Background: an optimization exercise with open tools, aiming at small area, a short achievable clock period and few clock cycles per item. Do not read the settings as production practice. Where RTL was checked, it was by simulation tests only, not by an equivalence proof against the original. No activity file was given, so power comes from the tool's default toggle rates.

## rolling_hash_pattern_matcher_top
module rolling_hash_pattern_matcher_top #(
   parameter int MAX_PATTERN  = MAX_PATTERN_DEF,
   parameter int WINDOW_DEPTH = WINDOW_DEPTH_DEF
) (
   input  logic                 clock,
   input  logic                 reset,
   input  logic                 req_valid,
   output logic                 req_ready,
   input  logic [BYTE_W-1:0]    req_text_byte,
   output logic                 rsp_valid,
   input  logic                 rsp_ready,
   output logic                 rsp_kind,
   output logic [VALUE_W-1:0]   rsp_value,
   output logic                 rsp_last,
   input  logic                 csr_we,
   input  logic [CSR_IDX_W-1:0] csr_index,
   input  logic [CSR_W-1:0]     csr_wdata
);
For scale: ~2100 cells after synthesis, ~460 flip-flops, about 24000 µm² of cells after synthesis.
clock: 9.5 ns
lec_check: 0
cap_margin: 20
core_margin: 2
core_utilization: 40
slew_margin: 20
standard.sh (not shown) runs the stock make flow with config.mk's settings and CLKGATE_MAP_FILE= SYNTH_SCRIPT=/design/flow/synth_recipe.tcl, a recipe that flattens the netlist after the stock synthesis.
==> flow/flow/run.sh <==
#!/bin/bash
# Standard ORFS layout with a tighter setup repair target (slack margin in ns).
set -euo pipefail
bash standard.sh SETUP_SLACK_MARGIN=7.0 finish > standard_make.log 2>&1
Edit:
==> flow/flow/run.sh (replaced) <==
#!/bin/bash
# Standard ORFS layout with a tighter setup repair target (slack margin in ns).
set -euo pipefail
bash standard.sh SETUP_SLACK_MARGIN=6.0 finish > standard_make.log 2>&1
Sequential power barely changes.
Global-route usage is lower by 3.9 points.
Count of clock-buffer cells in the layout is higher by 3.
Non-clock buffer count is lower by 254.
Area after synthesis stays the same.
Setup slack gets worse by 0.19 ns.
Cell count is lower by 8.0%.
Sequential cell count is unchanged.
Combinational power is lower by about 22%.
Design area is lower by about 17%.
Function was not checked in any run of this note: the RTL went through the layout flow alone.

* * *

job 101:
rolling_hash_pattern_matcher_top, a different RTL version from the one above (not shown whole).
For scale: about 2100 cells after synthesis, about 450 flip-flops, roughly 120 I/O pins, ~24000 um^2 of cells after synthesis.
==> flow/config.mk <==
export PLATFORM = sky130hd
export DESIGN_NAME = rolling_hash_pattern_matcher_top
export DESIGN_NICKNAME = rolling_hash_pattern_matcher_top
export VERILOG_FILES = /design/flow/design.v
export SDC_FILE = /design/flow/constraint.sdc
export NUM_CORES = 4
export LEC_CHECK = 0
export CAP_MARGIN = 20
export CORE_MARGIN = 2
export CORE_UTILIZATION = 40
export SETUP_SLACK_MARGIN = 5
export SLEW_MARGIN = 20
==> flow/constraint.sdc <==
create_clock -name core_clock -period 9.5 [get_ports {clock}]
set_input_delay 1.9000 -clock core_clock [delete_from_list [all_inputs] [get_ports {clock}]]
set_output_delay 1.9000 -clock core_clock [all_outputs]
set_load 0.01 [all_outputs]
run.sh (not shown) runs the stock make flow with config.mk's settings and CLKGATE_MAP_FILE= SYNTH_SCRIPT=/design/flow/synth_recipe.tcl, a recipe that flattens the netlist after the stock synthesis.
Stock flow here: none of the scripts above is used.
Job 101: PASS, flow complete, no timing, DRC or antenna violations
[inputs] job 102 vs job 101
Settings: a deleted SETUP_SLACK_MARGIN that had been 5.
[summary]
Job 102 finished every stage and its layout cleared the timing, DRC and antenna checks.
Compared with job 101, job 102 shows a relative contribution of sequential cells to total power that is 0.4 points higher.
On horizontal extent of the die, job 101 and job 102 are neck and neck.
In terms of final instance area, job 102 and job 101 differ only marginally.
Reported for job 101 and job 102, effective utilization at floorplan turned out identical to the last digit.
Looking at job 101 and job 102, the part of the total power dissipated in combinational logic is a wash.
Compared with job 101, job 102 shows a fmax that is about 8% lower.
No functional check of the RTL was part of any run of this note.

* * *

rolling_hash_pattern_matcher_top, a different RTL version from the one above (not shown whole).
For scale: about 2,600 cells after synthesis, roughly 450 flip-flops, ~120 I/O pins.
==> flow/design.v (excerpt) <==
module rolling_hash_pattern_matcher_top #(
   parameter int MAX_PATTERN  = MAX_PATTERN_DEF,
   parameter int WINDOW_DEPTH = WINDOW_DEPTH_DEF
) (
   input  logic                 clock,
   input  logic                 reset,
   input  logic                 req_valid,
   output logic                 req_ready,
   input  logic [BYTE_W-1:0]    req_text_byte,
   output logic                 rsp_valid,
   input  logic                 rsp_ready,
   output logic                 rsp_kind,
   output logic [VALUE_W-1:0]   rsp_value,
   output logic                 rsp_last,
   input  logic                 csr_we,
   input  logic [CSR_IDX_W-1:0] csr_index,
   input  logic [CSR_W-1:0]     csr_wdata
);
export LEC_CHECK = 0
export ABC_AREA = 1
export CAP_MARGIN = 20
export CORE_MARGIN = 2
export CORE_UTILIZATION = 55
export CTS_CLUSTER_DIAMETER = 100
export CTS_CLUSTER_SIZE = 26
export SLEW_MARGIN = 20
create_clock -name core_clock -period 9.5 [get_ports {clock}]
standard.sh (not shown) runs the stock make flow with config.mk's settings and CLKGATE_MAP_FILE= SYNTH_SCRIPT=/design/flow/synth_recipe.tcl, a recipe that flattens the netlist after the stock synthesis.
==> flow/flow/run.sh <==
#!/bin/bash
# Standard ORFS layout with a tighter setup repair target, port buffers of
# a plain buffer cell, and free gate sizing.
set -euo pipefail
bash standard.sh 'SETUP_SLACK_MARGIN=6.4' 'MATCH_CELL_FOOTPRINT=0' 'BUFFER_PORTS_ARGS=-buffer_cell sky130_fd_sc_hd__buf_4' finish > standard_make.log 2>&1
Testbench counts at the start, summed over its fixed seeds: cycles 29,785, bytes 24,258.
Next try:
==> flow/flow/run.sh (replaced) <==
#!/bin/bash
# Standard ORFS layout with a tighter setup repair target, port buffers of
# a plain buffer cell, and free gate sizing.
set -euo pipefail
bash standard.sh 'SETUP_SLACK_MARGIN=6.35' 'MATCH_CELL_FOOTPRINT=0' 'BUFFER_PORTS_ARGS=-buffer_cell sky130_fd_sc_hd__buf_4' finish > standard_make.log 2>&1
Settings changed: CORE_UTILIZATION 55 to 35.
Effect: The new run completed with no timing, DRC or antenna violations; total power goes down by about 0.65%; cell count grows by about 10%; die area climbs by about 56%; cell area increases by 1.7%; combinational power fell by about 4%; synthesized area is unchanged; register-to-register slack is worse by 0.03 ns; synthesized cell count does not change; first-iteration DRC count went down by 8.8%; sequential share of layout area went down by 0.86 points.
Next try:
==> flow/flow/run.sh (replaced) <==
#!/bin/bash
# Standard ORFS layout with a tighter setup repair target, port buffers of
# a plain buffer cell, and free gate sizing.
set -euo pipefail
bash standard.sh 'SETUP_SLACK_MARGIN=6.6' 'MATCH_CELL_FOOTPRINT=0' 'BUFFER_PORTS_ARGS=-buffer_cell sky130_fd_sc_hd__buf_4' finish > standard_make.log 2>&1
Settings changed: ABC_AREA 1 to unset, CORE_UTILIZATION 35 to 40, CTS_CLUSTER_DIAMETER 100 to 80, CTS_CLUSTER_SIZE 26 to 20.
Outcome: Routed wire length goes down by a few percent. Design area goes up by a few percent. Die area goes down by roughly a tenth. Global-route usage goes up by 2.4 points. Via count goes down by roughly a tenth. Final cell count goes down by about a fifth. Count of clock-buffer cells in the layout goes up by 17.
Next try:
==> flow/flow/run.sh (replaced) <==
#!/bin/bash
# Standard ORFS layout with a tighter setup repair target, port buffers of
# a plain buffer cell, and free gate sizing.
set -euo pipefail
bash standard.sh 'SETUP_SLACK_MARGIN=6.3' 'MATCH_CELL_FOOTPRINT=0' 'BUFFER_PORTS_ARGS=-buffer_cell sky130_fd_sc_hd__buf_4' finish > standard_make.log 2>&1
Settings changed: ABC_AREA set to 1.
Result: The new run ran to the end with no violations. Hold slack is about the same. Count of clock-buffer cells in the layout fell by 10. Clock skew fell by 0.0065 ns. Final area fell by 5.4%. Maximum frequency fell by 0.54%. Synthesized area rose by about 2%. Wire length rose by 7.0%. Utilization fell by 3.6 points.
Next try:
==> flow/flow/run.sh (replaced) <==
#!/bin/bash
# Standard ORFS layout with a tighter setup repair target, port buffers of
# a plain buffer cell, and free gate sizing.
set -euo pipefail
bash standard.sh 'SETUP_SLACK_MARGIN=6.4' 'MATCH_CELL_FOOTPRINT=0' 'BUFFER_PORTS_ARGS=-buffer_cell sky130_fd_sc_hd__buf_4' finish > standard_make.log 2>&1
Settings changed: ABC_AREA 1 to unset.
=> Wire length shrinks by a little under a tenth; die area goes down slightly; total power barely changes; count of clock-buffer cells in the layout climbs by 11; synthesized area decreases slightly; design area climbs by a few percent.

* * *

Setup of job 4748:
rolling_hash_pattern_matcher_top, a different RTL version from the one above (not shown whole).
Size in the first run: ~1900 cells after synthesis, ~450 flip-flops, ~120 I/O pins, about 24000 sq um of cells after synthesis.
==> flow/config.mk <==
export PLATFORM = sky130hd
export DESIGN_NAME = rolling_hash_pattern_matcher_top
export DESIGN_NICKNAME = rolling_hash_pattern_matcher_top
export VERILOG_FILES = /design/flow/design.v
export SDC_FILE = /design/flow/constraint.sdc
export NUM_CORES = 4
export LEC_CHECK = 0
export CAP_MARGIN = 20
export CORE_MARGIN = 2
export CORE_UTILIZATION = 40
export CTS_CLUSTER_DIAMETER = 80
export CTS_CLUSTER_SIZE = 20
export SLEW_MARGIN = 20
==> flow/constraint.sdc <==
create_clock -name core_clock -period 9.5 [get_ports {clock}]
set_input_delay 1.9000 -clock core_clock [delete_from_list [all_inputs] [get_ports {clock}]]
set_output_delay 1.9000 -clock core_clock [all_outputs]
set_load 0.01 [all_outputs]
==> flow/flow/run.sh <==
#!/bin/bash
# Standard ORFS layout with a tighter setup repair target (slack margin in ns).
set -euo pipefail
bash standard.sh SETUP_SLACK_MARGIN=6.45 finish > standard_make.log 2>&1
Modified inputs, job 9258 compared to job 4748
==> flow/flow/run.sh <==
#!/bin/bash
# Standard ORFS layout with a tighter setup repair target, port buffers of
# a plain buffer cell, and free gate sizing.
set -euo pipefail
bash standard.sh 'SETUP_SLACK_MARGIN=6.5' 'MATCH_CELL_FOOTPRINT=0' 'BUFFER_PORTS_ARGS=-buffer_cell sky130_fd_sc_hd__buf_4' finish > standard_make.log 2>&1
==> comparison <==
Compare job 4748 and job 9258 | delay of the slowest critical-path stage lower: job 4748
Per the comparison of job 9258 with job 4748, total power lost about 0.45%; final critical delay including setup and external delays has decreased.
Re die area: no difference whatsoever between job 9258 and job 4748.
In the reports for job 4748 and job 9258, the larger post-detailed-placement cell area belongs to job 4748.
Input-level comparison between job 6309 and job 9258:
==> flow/flow/run.sh <==
#!/bin/bash
# Standard ORFS layout with a tighter setup repair target (slack margin in ns).
set -euo pipefail
bash standard.sh SETUP_SLACK_MARGIN=6.2 finish > standard_make.log 2>&1
--- outcome ---
Comparing job 9258 against job 6309, there is no change at all in post-detailed-route DRC marker count.
Of job 6309 and job 9258, the lower non-clock buffer count belongs to job 6309.
Post-synthesis mux area share: job 6309 vs job 9258 — no meaningful difference
Changes observed in job 6309 relative to job 9258: total wire length after detailed routing moved down, total instance count after detailed placement level, clock latency on the worst-skew pair level, switching power level, post-route worst setup slack level.
Across both runs, met3 layer wire length in the routed design was higher for job 6309 than for job 9258.
As far as share of the cycle needed by the critical path after routing is concerned, job 6309 and job 9258 perform about the same.
Here is what was changed in the inputs of job 2475 compared with job 6309.
==> flow/flow/run.sh <==
#!/bin/bash
# Standard ORFS layout with a tighter setup repair target, port buffers of
# a plain buffer cell, and free gate sizing.
set -euo pipefail
bash standard.sh 'SETUP_SLACK_MARGIN=6.2' 'MATCH_CELL_FOOTPRINT=0' 'BUFFER_PORTS_ARGS=-buffer_cell sky130_fd_sc_hd__buf_4' finish > standard_make.log 2>&1
Notes after the runs:
Job 2475 ended with every stage complete and zero timing, DRC or antenna violations. Job 6309 reached the final stage; the timing, DRC and antenna checks on its layout passed. Job 2475 against job 6309: worst hold-check slack went up, post-route fraction of the period consumed by the critical path went up, final area went down.
Function was not checked in any run of this note: the RTL went through the layout flow alone.

* * *

== old ==
Another version of the RTL of rolling_hash_pattern_matcher_top (not shown whole).
For scale: about 2100 cells after synthesis, ~120 I/O pins, ~24000 µm² of cells after synthesis.
==> flow/config.mk <==
export PLATFORM = sky130hd
export DESIGN_NAME = rolling_hash_pattern_matcher_top
export DESIGN_NICKNAME = rolling_hash_pattern_matcher_top
export VERILOG_FILES = /design/flow/design.v
export SDC_FILE = /design/flow/constraint.sdc
export NUM_CORES = 4
export LEC_CHECK = 0
export CAP_MARGIN = 20
export CORE_MARGIN = 2
export CORE_UTILIZATION = 40
export SLEW_MARGIN = 20
==> flow/constraint.sdc <==
create_clock -name core_clock -period 9.5 [get_ports {clock}]
set_input_delay 1.9000 -clock core_clock [delete_from_list [all_inputs] [get_ports {clock}]]
set_output_delay 1.9000 -clock core_clock [all_outputs]
set_load 0.01 [all_outputs]
==> flow/flow/run.sh <==
#!/bin/bash
# Standard ORFS layout with a tighter setup repair target (slack margin in ns).
set -euo pipefail
bash standard.sh SETUP_SLACK_MARGIN=6.2 finish > standard_make.log 2>&1
Modified inputs, new compared to old
--- a/flow/flow/run.sh
+++ b/flow/flow/run.sh
@@ -4 +4 @@
-bash standard.sh SETUP_SLACK_MARGIN=6.2 finish > standard_make.log 2>&1
+bash standard.sh SETUP_SLACK_MARGIN=6.6 finish > standard_make.log 2>&1
Notes after the runs:
Having completed the whole flow, new delivered a layout that passed the timing, DRC and antenna checks. new against old: total congestion overflow held steady; internal power component held steady; final critical path time including I/O delays and setup shrank by 0.081 ns. Delta (new minus old): post-route core utilization has increased; design area has increased; worst hold slack has decreased. Between new and old, it is new whose layout-stage area growth over the synthesis result is higher, by 4.5 points.
No run of this note included a check of the RTL's function; only the layout flow was run.

* * *

quartz:
rolling_hash_pattern_matcher_top, a different RTL version from the one above (not shown whole).
Size: about 450 flip-flops, about 0.024 mm² of cells after synthesis.
// rolling_hash_pattern_matcher_top
module rolling_hash_pattern_matcher_top #(
   parameter int MAX_PATTERN  = MAX_PATTERN_DEF,
   parameter int WINDOW_DEPTH = WINDOW_DEPTH_DEF
) (
   input  logic                 clock,
   input  logic                 reset,
   input  logic                 req_valid,
   output logic                 req_ready,
   input  logic [BYTE_W-1:0]    req_text_byte,
   output logic                 rsp_valid,
   input  logic                 rsp_ready,
   output logic                 rsp_kind,
   output logic [VALUE_W-1:0]   rsp_value,
   output logic                 rsp_last,
   input  logic                 csr_we,
   input  logic [CSR_IDX_W-1:0] csr_index,
   input  logic [CSR_W-1:0]     csr_wdata
);
   function automatic logic [1:0] add3(input logic [1:0] a, input logic [1:0] b);
      logic az, bz;
      az = !a[0] && !a[1];
      bz = !b[0] && !b[1];
      add3[0] = (a[0] && bz) || (az && b[0]) || (a[1] && b[1]);
      add3[1] = (a[1] && bz) || (az && b[1]) || (a[0] && b[0]);
  ...
clock: 9.5 ns
lec_check: 0
cap_margin: 20
core_margin: 2
core_utilization: 40
cts_cluster_diameter: 80
cts_cluster_size: 20
slew_margin: 20
==> flow/flow/run.sh <==
#!/bin/bash
# Standard ORFS layout with a tighter setup repair target, port buffers of
# a plain buffer cell, and free gate sizing.
set -euo pipefail
bash standard.sh 'SETUP_SLACK_MARGIN=6.3' 'MATCH_CELL_FOOTPRINT=0' 'BUFFER_PORTS_ARGS=-buffer_cell sky130_fd_sc_hd__buf_4' finish > standard_make.log 2>&1
Testbench counts of quartz, summed over its fixed seeds: cycles 29,785, bytes 24,258.
The inputs of violet differ from those of quartz as listed below.
# quartz
export LEC_CHECK = 0
export CAP_MARGIN = 20
export CORE_MARGIN = 2
export CORE_UTILIZATION = 40
export CTS_CLUSTER_DIAMETER = 80
export CTS_CLUSTER_SIZE = 20
export SLEW_MARGIN = 20
create_clock -name core_clock -period 9.5 [get_ports {clock}]
# violet
export LEC_CHECK = 0
export ABC_AREA = 1
export CAP_MARGIN = 20
export CORE_MARGIN = 2
export CORE_UTILIZATION = 40
export CTS_CLUSTER_DIAMETER = 80
export CTS_CLUSTER_SIZE = 20
export SLEW_MARGIN = 20
create_clock -name core_clock -period 9.5 [get_ports {clock}]
--- outcome ---
- Per the final summary, violet finished and its layout is clean on timing, DRC and antenna.
- Changes observed in violet relative to quartz: cell area after layout increased 2.0%, logic depth of the worst path, buffers included increased 2, relative slew slack increased 7.7 points, delay of the slowest cell on the worst path decreased 0.13 ns.

* * *

rolling_hash_pattern_matcher_top, a different RTL version from the one above (not shown whole).
For scale: about 1,900 cells after synthesis, ~120 I/O pins.
Settings: LEC_CHECK=0, CAP_MARGIN=20, CORE_MARGIN=2, CORE_UTILIZATION=60, CTS_CLUSTER_DIAMETER=80, CTS_CLUSTER_SIZE=20, SLEW_MARGIN=20; clock period 9.5 ns.
==> flow/flow/run.sh <==
#!/bin/bash
# Standard ORFS layout with a tighter setup repair target (slack margin in ns).
set -euo pipefail
bash standard.sh SETUP_SLACK_MARGIN=6.2 finish > standard_make.log 2>&1
Testbench counts at the start, summed over its fixed seeds: cycles 29,864, bytes 24,258.
Change:
- CORE_UTILIZATION: 60 -> 40
Final area came out higher by about 1.2%; flip-flop and latch count stays the same; fmax climbs by 2.5%; clock skew barely changes; non-clock buffer count shrinks by 3; synthesized area stays the same; sequential power barely changes; total power goes up by 0.42%; sequential share of layout area goes down by 0.52 points; die area came out higher by about 50%.
Change:
- CTS_CLUSTER_DIAMETER: 80 -> unset
- CTS_CLUSTER_SIZE: 20 -> unset
Effect: Setup slack got worse by 0.0037 ns. Non-clock buffer count is higher by 4. Design area is higher by a few percent. Critical path depth is lower by 5. Sequential power barely changes.

==> re-timing with driven ports <==
The flow's constraints put no driver on any port. The routed layouts listed below were extracted and timed again, unchanged, in two steps.
Step 1 assumes that a clkbuf_16 drives the clock port and a buf_2 every other input.
Step 2 moves the port delays by t, midway between the first and last clock arrival at a register: inputs arrive t later, outputs are due t later. That takes back most of the time a late clock gives input paths.
Three values: ideal ports, drivers, drivers and shift; two values: the first two.
| run | t, ns | slack for setup (ns) | hold WS [ns] | worst setup path after step 2 | worst slew at a driven data input, ns |
|---|---|---|---|---|---|
| the first run of note 1 | 0.660 | 6.181 / 6.181 / 5.919 | 0.430 / 0.430 / 0.430 | input to register | 0.17 |
| the second run of note 1 | 0.653 | 5.990 / 5.929 / 5.415 | 0.422 / 0.422 / 0.422 | input to register | 0.04 |
| job 101 | 0.661 | 5.208 / 5.243 / 4.583 | 0.445 / 0.445 / 0.445 | input to register | 0.05 |
| job 102 | 0.666 | 4.827 / 4.827 / 4.517 | 0.455 / 0.455 / 0.455 | input to register | 0.05 |
| the first run of note 3 | 0.636 | 6.423 / 6.361 / 5.902 | 0.448 / 0.448 / 0.448 | input to register | 0.04 |
| the second run of note 3 | 0.655 | 6.345 / 6.281 / 5.867 | 0.435 / 0.435 / 0.435 | input to register | 0.06 |
| the third run of note 3 | 0.674 | 6.363 / 6.315 / 5.883 | 0.438 / 0.438 / 0.438 | input to register | 0.04 |
| the fourth run of note 3 | 0.667 | 6.345 / 6.284 / 5.848 | 0.436 / 0.436 / 0.436 | input to register | 0.05 |
| the fifth run of note 3 | 0.676 | 6.394 / 6.333 / 5.766 | 0.450 / 0.450 / 0.450 | input to register | 0.05 |
| job 4748 | 0.662 | 5.945 / 5.945 / 5.654 | 0.439 / 0.439 / 0.439 | input to register | 0.05 |
| job 9258 | 0.666 | 5.972 / 5.972 / 5.625 | 0.421 / 0.421 / 0.421 | input to register | 0.05 |
| job 6309 | 0.659 | 5.971 / 5.971 / 5.619 | 0.422 / 0.422 / 0.422 | input to register | 0.05 |
| job 2475 | 0.655 | 5.922 / 5.922 / 5.606 | 0.426 / 0.426 / 0.426 | input to register | 0.06 |
| old | 0.647 | 6.126 / 6.152 / 5.505 | 0.424 / 0.424 / 0.424 | input to register | 0.04 |
| new | 0.661 | 6.208 / 6.233 / 5.572 | 0.413 / 0.413 / 0.413 | input to register | 0.08 |
| quartz | 0.649 | 6.256 / 6.264 / 5.614 | 0.431 / 0.431 / 0.431 | input to register | 0.05 |
| violet | 0.668 | 6.344 / 6.302 / 5.688 | 0.428 / 0.428 / 0.428 | input to register | 0.07 |
| the first run of note 7 | 0.644 | 6.123 / 6.123 / 5.604 | 0.445 / 0.445 / 0.445 | input to register | 0.05 |
| the second run of note 7 | 0.659 | 6.206 / 6.192 / 5.589 | 0.447 / 0.447 / 0.447 | input to register | 0.05 |
| the third run of note 7 | 0.651 | 6.202 / 6.189 / 5.587 | 0.419 / 0.419 / 0.419 | input to register | 0.05 |
After both steps every run listed still meets setup and hold. For violet, which loses most, drivers alone change the setup slack by -0.042 ns; drivers and shift together by -0.656 ns.
